Source: an optimization exercise on an open RTL-to-GDS flow (aim: small area, a short achievable clock period and few clock cycles per item). Production flows keep margins and buffers that such runs may drop. Function was checked by simulation only, so behaviour that the tests miss may differ from the original.

// calibrated_field_angle
module calibrated_field_angle (
	input  wire        clk,
	input  wire        arst_n,
	input  wire        sample_valid,
	output wire        sample_ready,
	input  wire [15:0] sample_field_x,
	input  wire [15:0] sample_field_y,
	input  wire        sample_read_failed,
	output wire        result_valid,
	input  wire        result_ready,
	output wire [15:0] result_angle,
	output wire        result_failed,
	input  wire        cfg_valid,
	output wire        cfg_ready,
	input  wire [2:0]  cfg_index,
	input  wire [15:0] cfg_data
);
export LEC_CHECK = 0
export CAP_MARGIN = 20
export CORE_MARGIN = 2
export CORE_UTILIZATION = 40
export SLEW_MARGIN = 20
create_clock -name core_clock -period 10.0 [get_ports {clk}]
standard.sh (not shown) runs the stock make flow with config.mk's settings and CLKGATE_MAP_FILE= SYNTH_SCRIPT=/design/flow/synth_recipe.tcl, a recipe that flattens the netlist after the stock synthesis.
==> flow/flow/run.sh <==
#!/bin/bash
set -uo pipefail
bash standard.sh SETUP_SLACK_MARGIN=6.3 finish > standard_flow.log 2>&1
rc=$?
tail -5 standard_flow.log
exit $rc
The baseline ran to the end with no violations.
Testbench counts at the start, summed over its fixed seeds: cycles 32,168, items 32,000.
==> next run, changes <==
--- a/flow/design.v
+++ b/flow/design.v
@@ -49,41 +49,30 @@
 			y_scale3_q <= 18'd12288;
 		end else begin
 			x_scale3_q <= {2'b00, x_scale_q} + {1'b0, x_scale_q, 1'b0};
 			y_scale3_q <= {2'b00, y_scale_q} + {1'b0, y_scale_q, 1'b0};
 		end
 	end
 	assign sample_ready = rdy_q;
-	reg         va, f_a;
-	reg  [15:0] fx_a, fy_a;
-	always @(posedge clk or negedge arst_n)
-		if (!arst_n) va <= 1'b0;
-		else va <= sample_valid && rdy_q;
-	always @(posedge clk)
-		begin
-			fx_a <= sample_field_x;
-			fy_a <= sample_field_y;
-			f_a  <= sample_read_failed;
-		end
-	wire [16:0] dxp = {fx_a[15], fx_a} - {x_offset_q[15], x_offset_q};
-	wire [16:0] dxn = {x_offset_q[15], x_offset_q} - {fx_a[15], fx_a};
-	wire [16:0] dyp = {fy_a[15], fy_a} - {y_offset_q[15], y_offset_q};
-	wire [16:0] dyn = {y_offset_q[15], y_offset_q} - {fy_a[15], fy_a};
+	wire [16:0] dxp = {sample_field_x[15], sample_field_x} - {x_offset_q[15], x_offset_q};
+	wire [16:0] dxn = {x_offset_q[15], x_offset_q} - {sample_field_x[15], sample_field_x};
+	wire [16:0] dyp = {sample_field_y[15], sample_field_y} - {y_offset_q[15], y_offset_q};
+	wire [16:0] dyn = {y_offset_q[15], y_offset_q} - {sample_field_y[15], sample_field_y};
 	reg         vb, f_b, sx_b, sy_b;
 	reg  [15:0] ax_b, ay_b;
 	always @(posedge clk or negedge arst_n)
 		if (!arst_n) vb <= 1'b0;
-		else vb <= va;
+		else vb <= sample_valid && rdy_q;
 	always @(posedge clk)
 		begin
 			ax_b <= dxp[16] ? dxn[15:0] : dxp[15:0];
 			ay_b <= dyp[16] ? dyn[15:0] : dyp[15:0];
 			sx_b <= dxp[16];
 			sy_b <= dyp[16];
-			f_b  <= f_a;
+			f_b  <= sample_read_failed;
 		end
 	wire        xz = (ax_b == 16'd0) || (x_scale_q == 16'd0);
 	wire        yz = (ay_b == 16'd0) || (y_scale_q == 16'd0);
 	wire [17:0] rx0 = ax_b[1:0] == 2'd0 ? 18'd0 : ax_b[1:0] == 2'd1 ? {2'b00, x_scale_q} :
 		ax_b[1:0] == 2'd2 ? {1'b0, x_scale_q, 1'b0} : x_scale3_q;
 	wire [17:0] rx1 = ax_b[3:2] == 2'd0 ? 18'd0 : ax_b[3:2] == 2'd1 ? {2'b00, x_scale_q} :
 		ax_b[3:2] == 2'd2 ? {1'b0, x_scale_q, 1'b0} : x_scale3_q;
@@ -1143,15 +1132,14 @@
 	reg  [16:0] fifo13_q;
 	reg  [16:0] fifo14_q;
 	reg  [16:0] fifo15_q;
 	reg  [16:0] fifo16_q;
 	reg  [16:0] fifo17_q;
 	reg  [16:0] fifo18_q;
 	reg  [16:0] fifo19_q;
-	reg  [16:0] fifo20_q;
 	reg  [16:0] fifo_rd;
 	always @* begin
 		case (rd_q)
 			0: fifo_rd = fifo0_q;
 			1: fifo_rd = fifo1_q;
 			2: fifo_rd = fifo2_q;
 			3: fifo_rd = fifo3_q;
@@ -1167,15 +1155,14 @@
 			13: fifo_rd = fifo13_q;
 			14: fifo_rd = fifo14_q;
 			15: fifo_rd = fifo15_q;
 			16: fifo_rd = fifo16_q;
 			17: fifo_rd = fifo17_q;
 			18: fifo_rd = fifo18_q;
 			19: fifo_rd = fifo19_q;
-			20: fifo_rd = fifo20_q;
 			default: fifo_rd = 17'd0;
 		endcase
 	end
 	reg  [5-1:0] wr_q, rd_q;
 	reg  [5:0] cnt_q;                   
 	reg  [5-1:0] occ_q;                 
 	assign adv = 1'b1;
@@ -1192,19 +1179,19 @@
 			wr_q    <= {5{1'b0}};
 			rd_q    <= {5{1'b0}};
 			cnt_q   <= {(5+1){1'b0}};
 			occ_q   <= {5{1'b0}};
 			rdy_q   <= 1'b1;
 		end else begin
 			if (load) out_v_q <= from_fifo || vp;
-			if (push) wr_q <= (wr_q == 20) ? {5{1'b0}} : wr_q + 1'b1;
-			if (from_fifo) rd_q <= (rd_q == 20) ? {5{1'b0}} : rd_q + 1'b1;
+			if (push) wr_q <= (wr_q == 19) ? {5{1'b0}} : wr_q + 1'b1;
+			if (from_fifo) rd_q <= (rd_q == 19) ? {5{1'b0}} : rd_q + 1'b1;
 			cnt_q <= cnt_q + {{5{1'b0}}, push} - {{5{1'b0}}, from_fifo};
 			occ_q <= occ_n;
-			rdy_q <= occ_n < 5'd22;
+			rdy_q <= occ_n < 5'd21;
 		end
 	end
 	always @(posedge clk) begin
 		if (push && wr_q == 0) fifo0_q <= {fp, ang};
 		if (push && wr_q == 1) fifo1_q <= {fp, ang};
 		if (push && wr_q == 2) fifo2_q <= {fp, ang};
 		if (push && wr_q == 3) fifo3_q <= {fp, ang};
@@ -1220,15 +1207,14 @@
 		if (push && wr_q == 13) fifo13_q <= {fp, ang};
 		if (push && wr_q == 14) fifo14_q <= {fp, ang};
 		if (push && wr_q == 15) fifo15_q <= {fp, ang};
 		if (push && wr_q == 16) fifo16_q <= {fp, ang};
 		if (push && wr_q == 17) fifo17_q <= {fp, ang};
 		if (push && wr_q == 18) fifo18_q <= {fp, ang};
 		if (push && wr_q == 19) fifo19_q <= {fp, ang};
-		if (push && wr_q == 20) fifo20_q <= {fp, ang};
 		if (from_fifo) {out_fail_q, out_ang_q} <= fifo_rd;
 		else if (direct) {out_fail_q, out_ang_q} <= {fp, ang};
 	end
 	assign result_valid  = out_v_q;
 	assign result_angle  = out_ang_q;
 	assign result_failed = out_fail_q;
 endmodule
After rerunning: Worst setup slack is worse by 0.37 ns; cell count hardly moves; design area drops slightly; via count falls slightly; hold slack is worse by 0.011 ns; non-clock buffer count fell by 2; die area drops slightly; clock-buffer cell count is lower by 7.
Testbench counts after the change, summed over its fixed seeds: cycles 32,160, items 32,000.

-- afterwards: timing with drivers on the ports --
The results above use ideal ports. As a check the final layouts listed here were re-extracted and re-timed, cells and wires unchanged. Step 1 assumes that a clkbuf_16 drives the clock port and a buf_2 every other input. Step 2, shift: input delay + t, output delay - t, t = (earliest + latest rising clock arrival at the registers) / 2. This alone moves slack from input paths to output paths. Slacks: ideal ports / drivers / drivers and shift; pairs: ideal ports / drivers.
run | t, ns | slack for setup (ns) | worst hold slack (ns) | worst setup path after step 2 | worst slew at a driven data input, ns
the first run | 0.951 | 6.326 / 6.232 / 5.533 | 0.268 / 0.268 / 0.268 | input to register | 0.06
the second run | 0.954 | 5.954 / 5.992 / 5.038 | 0.257 / 0.257 / 0.257 | input to register | 0.07
After both steps every run listed still meets setup and hold. The setup slack of the second run, which loses most, moves by +0.038 ns with the drivers and by -0.916 ns with both steps.
